Background: an optimization exercise with open tools, aiming at small area, a short achievable clock period and few clock cycles per item. Do not read the settings as production practice.
At most, simulation tests tie the RTL to the original design; equivalence was not proved.
Power and IR drop assume default switching activity.

// fp_addsub_top
module fp_addsub_top (
  input  logic        clk,
  input  logic        rst_n,
  input  logic        in_req,
  output logic        in_ack,
  input  logic [64:0] in_op,      
  output logic        out_req,
  input  logic        out_ack,
  output logic [34:0] out_res     
);
  logic req_d, acc, v2, v3, rq, ak_a, ak_b;
  logic xfer, r1v, ld2;
  logic acc_n, v2_n, v3_n, rq_n, r1v_n;
  assign xfer    = v3 & rq & out_ack;              
  assign out_req = v3 & (rq | ~out_ack);
  assign r1v     = req_d & ~acc;                   
  assign ld2     = in_req & r1v & (~v2 | xfer);    
  assign in_ack  = in_req & (ak_a | (ak_b & out_ack));
  assign acc_n = in_req & in_ack;
  assign v2_n  = ld2 | (v2 & ~xfer);
  assign v3_n  = v2 & ~xfer;
  assign rq_n  = out_req & ~out_ack;
  assign r1v_n = in_req & ~acc_n;
  always_ff @(posedge clk) begin
    if (!rst_n) begin
      req_d <= 1'b0;
      acc   <= 1'b0;
      v2    <= 1'b0;
      v3    <= 1'b0;
      rq    <= 1'b0;
      ak_a  <= 1'b0;
      ak_b  <= 1'b0;
    end else begin
      req_d <= in_req;
      acc   <= acc_n;
      v2    <= v2_n;
      v3    <= v3_n;
      rq    <= rq_n;
      ak_a  <= acc_n | (r1v_n & ~v2_n);
      ak_b  <= r1v_n & v3_n & rq_n;
    end
  end
  logic        a_s, b_s, op_sub;
  logic [7:0]  a_e, b_e;
  logic [22:0] a_f, b_f;
  logic        a_nz, b_nz, b_gt, a_ge_e, swap, s_nz;
  logic [7:0]  d_ab, d_ba, d_abm1;
  logic [4:0]  sh_ab, sh_ba;
  logic [3:0]  s10_a, s32_a;
  logic        sign_a, subx_a;
  logic [7:0]  l_e_a;
  logic [22:0] l_f_a;
  logic [23:0] s_m_a;
  logic [4:0]  sh_a;
  always_comb begin
    {a_s, a_e, a_f, b_s, b_e, b_f, op_sub} = in_op;
  end
  ...
Size in the first run: ~1900 cells after synthesis, ~110 I/O pins, about 12000 sq um of cells after synthesis.
Settings: LEC_CHECK=0, ABC_AREA=1, CAP_MARGIN=20, CORE_MARGIN=2, CORE_UTILIZATION=40, CTS_BUF_LIST=sky130_fd_sc_hd__clkbuf_8, SETUP_SLACK_MARGIN=3.3, SLEW_MARGIN=20, TNS_END_PERCENT=5, BUFFER_PORTS_ARGS=-buffer_cell sky130_fd_sc_hd__buf_1; clock period 6.5 ns.
standard.sh (not shown) runs the stock make flow with config.mk's settings and CLKGATE_MAP_FILE= SYNTH_SCRIPT=/design/flow/synth_recipe.tcl, a recipe that flattens the netlist after the stock synthesis.
==> flow/flow/run.sh <==
#!/bin/bash
set -e
echo 'export BUFFER_PORTS_ARGS = -buffer_cell sky130_fd_sc_hd__buf_1' >> config.mk
bash standard.sh > standard.log 2>&1
==> next run, changes <==
--- a/flow/design.v
+++ b/flow/design.v
@@ -70,21 +70,20 @@
       ak_a  <= acc_n | (r1v_n & ~v2_n);
       ak_b  <= r1v_n & v3_n & rq_n;
     end
   end
   logic        a_s, b_s, op_sub;
   logic [7:0]  a_e, b_e;
   logic [22:0] a_f, b_f;
   logic        a_nz, b_nz, b_gt, a_ge_e, swap, s_nz;
   logic [7:0]  d_ab, d_ba, d_abm1;
   logic [4:0]  sh_ab, sh_ba;
-  logic [3:0]  s10_a, s32_a;
   logic        sign_a, subx_a;
   logic [7:0]  l_e_a;
   logic [22:0] l_f_a;
   logic [23:0] s_m_a;
   logic [4:0]  sh_a;
   always_comb begin
     {a_s, a_e, a_f, b_s, b_e, b_f, op_sub} = in_op;
   end
   pfx_gt #(31) cmp_i (.a({a_e, a_f}), .b({b_e, b_f}), .gt(b_gt));
   cmp_add #(8) ed_i (.a(a_e), .b(~b_e), .s0(d_abm1), .s1(d_ab), .c1(a_ge_e));
@@ -95,58 +94,40 @@
     swap   = b_gt & b_nz;
     sign_a = swap ? (b_s ^ op_sub) : a_s;
     subx_a = a_s ^ b_s ^ op_sub;
     l_e_a  = swap ? b_e : a_e;
     l_f_a  = swap ? b_f : a_f;
     s_nz   = a_nz & b_nz;
     s_m_a  = {s_nz, swap ? a_f : b_f};
     sh_ab  = (~s_nz | (|d_ab[7:5]) | (d_ab[4:0] > 5'd26)) ? 5'd27 : d_ab[4:0];
     sh_ba  = (~s_nz | (|d_ba[7:5]) | (d_ba[4:0] > 5'd26)) ? 5'd27 : d_ba[4:0];
     sh_a   = a_ge_e ? sh_ab : sh_ba;
-    for (int k = 0; k < 4; k++) begin
-      s10_a[k] = a_ge_e ? (sh_ab[1:0] == 2'(k)) : (sh_ba[1:0] == 2'(k));
-      s32_a[k] = a_ge_e ? (sh_ab[3:2] == 2'(k)) : (sh_ba[3:2] == 2'(k));
-    end
   end
   logic        sign1, subx1;
   logic [7:0]  l_e1;
   logic [22:0] l_f1;
   logic [23:0] s_m1;
   logic [4:0]  sh1;
-  logic [3:0]  s10_1, s32_1;
-  logic        s4_1;
   always_ff @(posedge clk) begin
     sign1 <= sign_a;
     subx1 <= subx_a;
     l_e1  <= l_e_a;
     l_f1  <= l_f_a;
     s_m1  <= s_m_a;
-    s10_1 <= s10_a;
-    s32_1 <= s32_a;
-    s4_1  <= sh_a[4];
+    sh1   <= sh_a;
   end
-  logic [26:0] s_sh, al, sx, sy, sz;
+  logic [26:0] s_sh, al;
   logic        sticky, c_b;
   logic [26:0] s_b;
   logic [27:0] sum_b;
   always_comb begin
-    sh1    = {s4_1, s32_1[3] | s32_1[2], s32_1[3] | s32_1[1], s10_1[3] | s10_1[2], s10_1[3] | s10_1[1]};
-    sx     = {s_m1, 3'b000};
-    for (int i = 0; i < 27; i++) begin
-      sy[i] = 1'b0;
-      for (int k = 0; k < 4; k++) if (i + k < 27) sy[i] = sy[i] | (s10_1[k] & sx[i + k]);
-    end
-    for (int i = 0; i < 27; i++) begin
-      sz[i] = 1'b0;
-      for (int k = 0; k < 4; k++) if (i + 4 * k < 27) sz[i] = sz[i] | (s32_1[k] & sy[i + 4 * k]);
-    end
-    for (int i = 0; i < 27; i++) s_sh[i] = s4_1 ? ((i + 16 < 27) ? sz[i + 16] : 1'b0) : sz[i];
+    s_sh   = {s_m1, 3'b000} >> sh1;
     sticky = 1'b0;
     for (int j = 0; j < 24; j++) begin
       if (5'(j + 3) < sh1) sticky = sticky | s_m1[j];
     end
     al = {s_sh[26:1], s_sh[0] | (sticky & s_m1[23])};
   end
   sk_add #(27) add_i (.a({1'b1, l_f1, 3'b000}), .b(al ^ {27{subx1}}), .cin(subx1),
                       .s(s_b), .cout(c_b));
   assign sum_b = {c_b & ~subx1, s_b};
   logic        sign2, subx2;
What happened:
- global-route usage drops by 3.8 points
- die area is lower by 4.2%
- worst setup slack improves by 17 ps
- final cell count decreases by 5.2%
- synthesized cell count shrinks by 6.1%
- critical path depth goes down by 5
- area after synthesis came out lower by 4.3%
- combinational power fell by about 7%
- final area came out lower by 4.4%
- worst hold slack is worse by 3.7 ps
Testbench counts after the change, summed over its fixed seeds: cycles 9,608, items 3,200.
Function not checked in the first run of this note: the RTL went through the layout flow alone.

---

run 1:
Another version of the RTL of fp_addsub_top (not shown whole).
For scale: roughly 2000 cells after synthesis.
export LEC_CHECK = 0
export ABC_AREA = 1
export CAP_MARGIN = 20
export CORE_MARGIN = 2
export CORE_UTILIZATION = 40
export SETUP_SLACK_MARGIN = 3.3
export SLEW_MARGIN = 20
export TNS_END_PERCENT = 5
export BUFFER_PORTS_ARGS = -buffer_cell sky130_fd_sc_hd__buf_1
create_clock -name core_clock -period 6.5 [get_ports {clk}]
Scripts as last shown in full above: flow/flow/run.sh
Modified inputs, run 2 compared to run 1
diff --git a/flow/design.v b/flow/design.v
--- a/flow/design.v
+++ b/flow/design.v
@@ -113,15 +113,15 @@
     s_sh   = {s_m1, 3'b000} >> sh1;
     sticky = 1'b0;
     for (int j = 0; j < 24; j++) begin
       if (5'(j + 3) < sh1) sticky = sticky | s_m1[j];
     end
     al = {s_sh[26:1], s_sh[0] | (sticky & s_m1[23])};
   end
-  ks_add #(27) add_i (.a({1'b1, l_f1, 3'b000}), .b(al ^ {27{subx1}}), .cin(subx1),
+  sk_add #(27) add_i (.a({1'b1, l_f1, 3'b000}), .b(al ^ {27{subx1}}), .cin(subx1),
                       .s(s_b), .cout(c_b));
   assign sum_b = {c_b & ~subx1, s_b};
   logic        sign2, subx2;
   logic [7:0]  l_e2;
   logic [27:0] sum2;
   always_ff @(posedge clk) begin
     if (ld2) begin
Findings:
- Of run 1 and run 2, run 1 shows the higher cell internal power dissipation, with run 2 below it.
- Diff run 1 -> run 2 | final-layout clock-cell area share | increase of 0.33 points
- Re logic depth of the worst setup path including buffers: run 2 is 13 up on run 1.
- In the flow results for run 1 and run 2, the sequential-to-total area share from yosys stat is larger on run 2.
- Number of well-tap cells placed was higher in the run labelled run 1.
Testbench counts of run 2, summed over its fixed seeds: cycles 9,608, items 3,200.
For run 1, only the layout was checked, not whether the RTL still works.

---

## trial 30
Another version of the RTL of fp_addsub_top (not shown whole).
Size: roughly 1900 cells after synthesis, ~140 flip-flops, roughly 12000 sq um of cells after synthesis.
// fp_addsub_top
module fp_addsub_top (
  input  logic        clk,
  input  logic        rst_n,
  input  logic        in_req,
  output logic        in_ack,
  input  logic [64:0] in_op,      
  output logic        out_req,
  input  logic        out_ack,
  output logic [34:0] out_res     
);
clock: 6.5 ns
lec_check: 0
abc_area: 1
cap_margin: 20
core_margin: 2
core_utilization: 40
cts_buf_list: sky130_fd_sc_hd__clkbuf_8
setup_slack_margin: 3.3
slew_margin: 20
tns_end_percent: 5
buffer_ports_args: -buffer_cell sky130_fd_sc_hd__buf_1
Scripts as last shown in full above: flow/flow/run.sh
In summary, trial 30 completed successfully, with a layout that passed the timing, design-rule and antenna checks.
### trial 30 -> trial 97
diff --git a/flow/design.v b/flow/design.v
--- a/flow/design.v
+++ b/flow/design.v
@@ -113,41 +113,38 @@
     l_e1  <= l_e_a;
     l_f1  <= l_f_a;
     s_m1  <= s_m_a;
     sh1   <= sh_a;
   end
   logic [26:0] s_sh, al;
-  logic        sticky, c_b, c_lo;
-  logic [13:0] s_h0, s_h1;
+  logic        sticky, c_b;
   logic [26:0] s_b;
   logic [27:0] sum_b;
   always_comb begin
     s_sh   = {s_m1, 3'b000} >> sh1;
     sticky = 1'b0;
     for (int j = 0; j < 24; j++) begin
       if (5'(j + 3) < sh1) sticky = sticky | s_m1[j];
     end
     al = {s_sh[26:1], s_sh[0] | (sticky & s_m1[23])};
   end
-  sk_add #(14)  addl_i (.a({l_f1[10:0], 3'b000}), .b(al[13:0] ^ {14{subx1}}), .cin(subx1),
-                        .s(s_b[13:0]), .cout(c_lo));
-  cmp_add #(14) addh_i (.a({1'b0, 1'b1, l_f1[22:11]}), .b({1'b0, al[26:14] ^ {13{subx1}}}),
-                        .s0(s_h0), .s1(s_h1), .c1());
-  assign {c_b, s_b[26:14]} = c_lo ? s_h1 : s_h0;
-  assign sum_b = {c_b & ~subx1, s_b};
+  sk_add #(27) add_i (.a({1'b1, l_f1, 3'b000} ^ {27{subx1}}), .b(al), .cin(1'b0),
+                      .s(s_b), .cout(c_b));
+  assign sum_b = {c_b, s_b};
   logic        sign2, subx2;
   logic [7:0]  l_e2;
-  logic [27:0] sum2;
+  logic [27:0] tsum2, sum2;
   always_ff @(posedge clk) begin
     if (ld2) begin
       sign2 <= sign1;
       subx2 <= subx1;
       l_e2  <= l_e1;
-      sum2  <= sum_b;
+      tsum2 <= sum_b;
     end
   end
+  assign sum2 = {tsum2[27] & ~subx2, tsum2[26:0] ^ {27{subx2}}};
   logic        carry, zero, uf, ov, up, lost, rc, kill, g, rs, wsel;
   logic [23:0] keep;
   logic [22:0] rnd;
   logic [4:0]  lz;
   logic [31:0] lzx;
   logic [26:0] norm;
@@ -359,19 +356,22 @@
 );
   logic [N-1:0] gg, tt;
   always_comb begin
     gg = b & ~a;
     tt = b | ~a;
     for (int l = 0; (1 << l) < N; l++) begin
-      for (int k = 0; 2 * k < ((N + (1 << l) - 1) >> l); k++) begin
-        if (2 * k + 1 < ((N + (1 << l) - 1) >> l)) begin
-          gg[k] = gg[2 * k + 1] | (tt[2 * k + 1] & gg[2 * k]);
-          tt[k] = tt[2 * k + 1] & tt[2 * k];
-        end else begin
-          gg[k] = gg[2 * k];
-          tt[k] = tt[2 * k];
+      for (int i = (2 << l) - 1; i < N; i += (2 << l)) begin
+        gg[i] = gg[i] | (tt[i] & gg[i - (1 << l)]);
+        tt[i] = tt[i] & tt[i - (1 << l)];
+      end
+    end
+    for (int l = 30; l >= 0; l--) begin
+      if ((2 << l) <= N) begin
+        for (int i = 3 * (1 << l) - 1; i < N; i += (2 << l)) begin
+          gg[i] = gg[i] | (tt[i] & gg[i - (1 << l)]);
+          tt[i] = tt[i] & tt[i - (1 << l)];
         end
       end
     end
-    gt = gg[0];
+    gt = gg[N - 1];
   end
 endmodule
==> comparison <==
[compare] base=trial 30 new=trial 97: multiplexer share of the synthesized area shows no meaningful change, width of the die now larger. The higher post-cts gate resize count of trial 30 and trial 97 is in trial 30. Compared with trial 30, trial 97 degrades area of the die. Changes observed in trial 97 relative to trial 30: post-route total power went down by 6.1%, post-route clock period utilization up 3.7 points, data required time of the critical path lost 0.11 ns. Trial 97: no failed stages, no open violations at the end.
No functional check of the RTL was part of any run of this note.

---

fp_addsub_top, a different RTL version from the one above (not shown whole).
For scale: ~110 I/O pins, about 0.012 mm^2 of cells after synthesis.
export LEC_CHECK = 0
export ABC_AREA = 1
export CAP_MARGIN = 20
export CORE_MARGIN = 2
export CORE_UTILIZATION = 40
export SETUP_SLACK_MARGIN = 3.3
export SLEW_MARGIN = 20
export TNS_END_PERCENT = 5
export BUFFER_PORTS_ARGS = -buffer_cell sky130_fd_sc_hd__buf_1
create_clock -name core_clock -period 6.5 [get_ports {clk}]
Scripts as last shown in full above: flow/flow/run.sh
Testbench counts at the start, summed over its fixed seeds: cycles 9,608, items 3,200.
Change:
--- a/flow/design.v
+++ b/flow/design.v
@@ -64,13 +64,13 @@
   logic        a_s, b_s, op_sub;
   logic [7:0]  a_e, b_e;
   logic [22:0] a_f, b_f;
   logic        a_nz, b_nz, b_gt, a_ge_e, swap, s_nz;
   logic [7:0]  d_ab, d_ba;
   logic [4:0]  sh_ab, sh_ba;
-  logic        sign_a, subx_a, l_nz_a;
+  logic        sign_a, subx_a;
   logic [7:0]  l_e_a;
   logic [22:0] l_f_a;
   logic [23:0] s_m_a;
   logic [4:0]  sh_a;
   always_comb begin
     {a_s, a_e, a_f, b_s, b_e, b_f, op_sub} = in_op;
@@ -81,30 +81,28 @@
   always_comb begin
     a_nz   = |a_e;
     b_nz   = |b_e;
     swap   = b_gt & b_nz;
     sign_a = swap ? (b_s ^ op_sub) : a_s;
     subx_a = a_s ^ b_s ^ op_sub;
-    l_nz_a = a_nz | b_nz;
     l_e_a  = swap ? b_e : a_e;
-    l_f_a  = (swap ? b_f : a_f) & {23{l_nz_a}};
-    s_nz   = swap ? a_nz : b_nz;
-    s_m_a  = {s_nz, (swap ? a_f : b_f) & {23{s_nz}}};
-    sh_ab  = ((|d_ab[7:5]) | (d_ab[4:0] > 5'd26)) ? 5'd27 : d_ab[4:0];
-    sh_ba  = ((|d_ba[7:5]) | (d_ba[4:0] > 5'd26)) ? 5'd27 : d_ba[4:0];
+    l_f_a  = swap ? b_f : a_f;
+    s_nz   = a_nz & b_nz;
+    s_m_a  = {s_nz, swap ? a_f : b_f};
+    sh_ab  = (~s_nz | (|d_ab[7:5]) | (d_ab[4:0] > 5'd26)) ? 5'd27 : d_ab[4:0];
+    sh_ba  = (~s_nz | (|d_ba[7:5]) | (d_ba[4:0] > 5'd26)) ? 5'd27 : d_ba[4:0];
     sh_a   = a_ge_e ? sh_ab : sh_ba;
   end
-  logic        sign1, subx1, l_nz1;
+  logic        sign1, subx1;
   logic [7:0]  l_e1;
   logic [22:0] l_f1;
   logic [23:0] s_m1;
   logic [4:0]  sh1;
   always_ff @(posedge clk) begin
     sign1 <= sign_a;
     subx1 <= subx_a;
-    l_nz1 <= l_nz_a;
     l_e1  <= l_e_a;
     l_f1  <= l_f_a;
     s_m1  <= s_m_a;
     sh1   <= sh_a;
   end
   logic [26:0] s_sh, al;
@@ -114,15 +112,15 @@
   always_comb begin
     s_sh   = {s_m1, 3'b000} >> sh1;
     sticky = 1'b0;
     for (int j = 0; j < 24; j++) begin
       if (5'(j + 3) < sh1) sticky = sticky | s_m1[j];
     end
-    al = {s_sh[26:1], s_sh[0] | sticky};
+    al = {s_sh[26:1], s_sh[0] | (sticky & s_m1[23])};
   end
-  sk_add #(27) add_i (.a({l_nz1, l_f1, 3'b000}), .b(al ^ {27{subx1}}), .cin(subx1),
+  sk_add #(27) add_i (.a({1'b1, l_f1, 3'b000}), .b(al ^ {27{subx1}}), .cin(subx1),
                       .s(s_b), .cout(c_b));
   assign sum_b = {c_b & ~subx1, s_b};
   logic        sign2, subx2;
   logic [7:0]  l_e2;
   logic [27:0] sum2;
   always_ff @(posedge clk) begin
@@ -167,13 +165,13 @@
       c4[k] = z3[2*k+1] ? {1'b1, c3[2*k]} : {1'b0, c3[2*k+1]};
     end
     lz = z4[1] ? {1'b1, c4[0]} : {1'b0, c4[1]};
   end
   always_comb begin
     carry = sum2[27];
-    zero  = (sum2 == 28'd0);
+    zero  = (l_e2 == 8'd0) | (sum2 == 28'd0);
     norm  = sum2[26:0] << lz;                  
     if (carry) begin
       keep = sum2[27:4];
       g    = sum2[3];
       rs   = |sum2[2:0];
     end else if (sum2[26]) begin
@@ -199,14 +197,14 @@
     else if (sum2[25])  ov = (l_e2 == 8'd255) & rc;
     else                ov = 1'b0;
     uf   = ~zero & ~carry & (l_e2[7:5] == 3'd0) & (l_e2[4:0] <= lz);
     kill = uf | ov;
     sign_d = zero ? (sign2 & ~subx2) : sign2;
     e_d    = ov ? 8'hff : ((zero | uf) ? 8'd0 : e_f);
-    f_d    = kill ? 23'd0 : (wsel ? rnd : norm[25:3]);
-    fl_d   = {ov, uf, lost | kill};
+    f_d    = (kill | zero) ? 23'd0 : (wsel ? rnd : norm[25:3]);
+    fl_d   = {ov, uf, (lost & ~zero) | kill};
   end
   logic        sign3;
   logic [7:0]  e3;
   logic [22:0] f3;
   logic [2:0]  fl3;
   always_ff @(posedge clk) begin
Result: Cell count is lower slightly. Core utilization climbs by 2.9 points. Total power goes up slightly. Final area is higher by a few percent. Via count is lower slightly. Wire length came out lower slightly. Synthesized cell count is lower by a few percent. Count of clock-buffer cells in the layout stays the same.
The RTL of the second run of this note was laid out without a check of its function.

## afterwards: timing with drivers on the ports
Ports are ideal in the flow. The routed layouts listed here were re-timed in OpenROAD.
Step 1 assumes that a clkbuf_16 drives the clock port and a buf_2 every other input.
Step 2 also shifts input and output timing later by t, the mid clock arrival at the registers, as if the neighbouring blocks saw the same clock.
Three values: ideal, step 1, step 2; two values: the first two.
| run | t, ns | setup slack, ns | latest minus earliest clock arrival (ns) |
|---|---|---|---|
| the first run of note 1 | 0.536 | 3.096 / 3.096 / 2.597 | 0.022 / 0.022 |
| the second run of note 1 | 0.518 | 3.113 / 3.113 / 2.622 | 0.023 / 0.022 |
| run 1 | 0.487 | 3.194 / 3.156 / 2.763 | 0.015 / 0.016 |
| run 2 | 0.486 | 2.901 / 2.901 / 2.631 | 0.014 / 0.014 |
| trial 30 | 0.516 | 2.944 / 2.966 / 2.450 | 0.021 / 0.021 |
| trial 97 | 0.514 | 2.704 / 2.704 / 2.334 | 0.017 / 0.017 |
| the first run of note 4 | 0.485 | 2.999 / 2.999 / 2.683 | 0.011 / 0.012 |
| the second run of note 4 | 0.485 | 3.094 / 3.094 / 2.641 | 0.018 / 0.018 |
After both steps setup and hold are still met in every run listed. The setup slack of the first run of note 1, which loses most, moves by 0.000 ns with the drivers and by -0.499 ns with both steps.
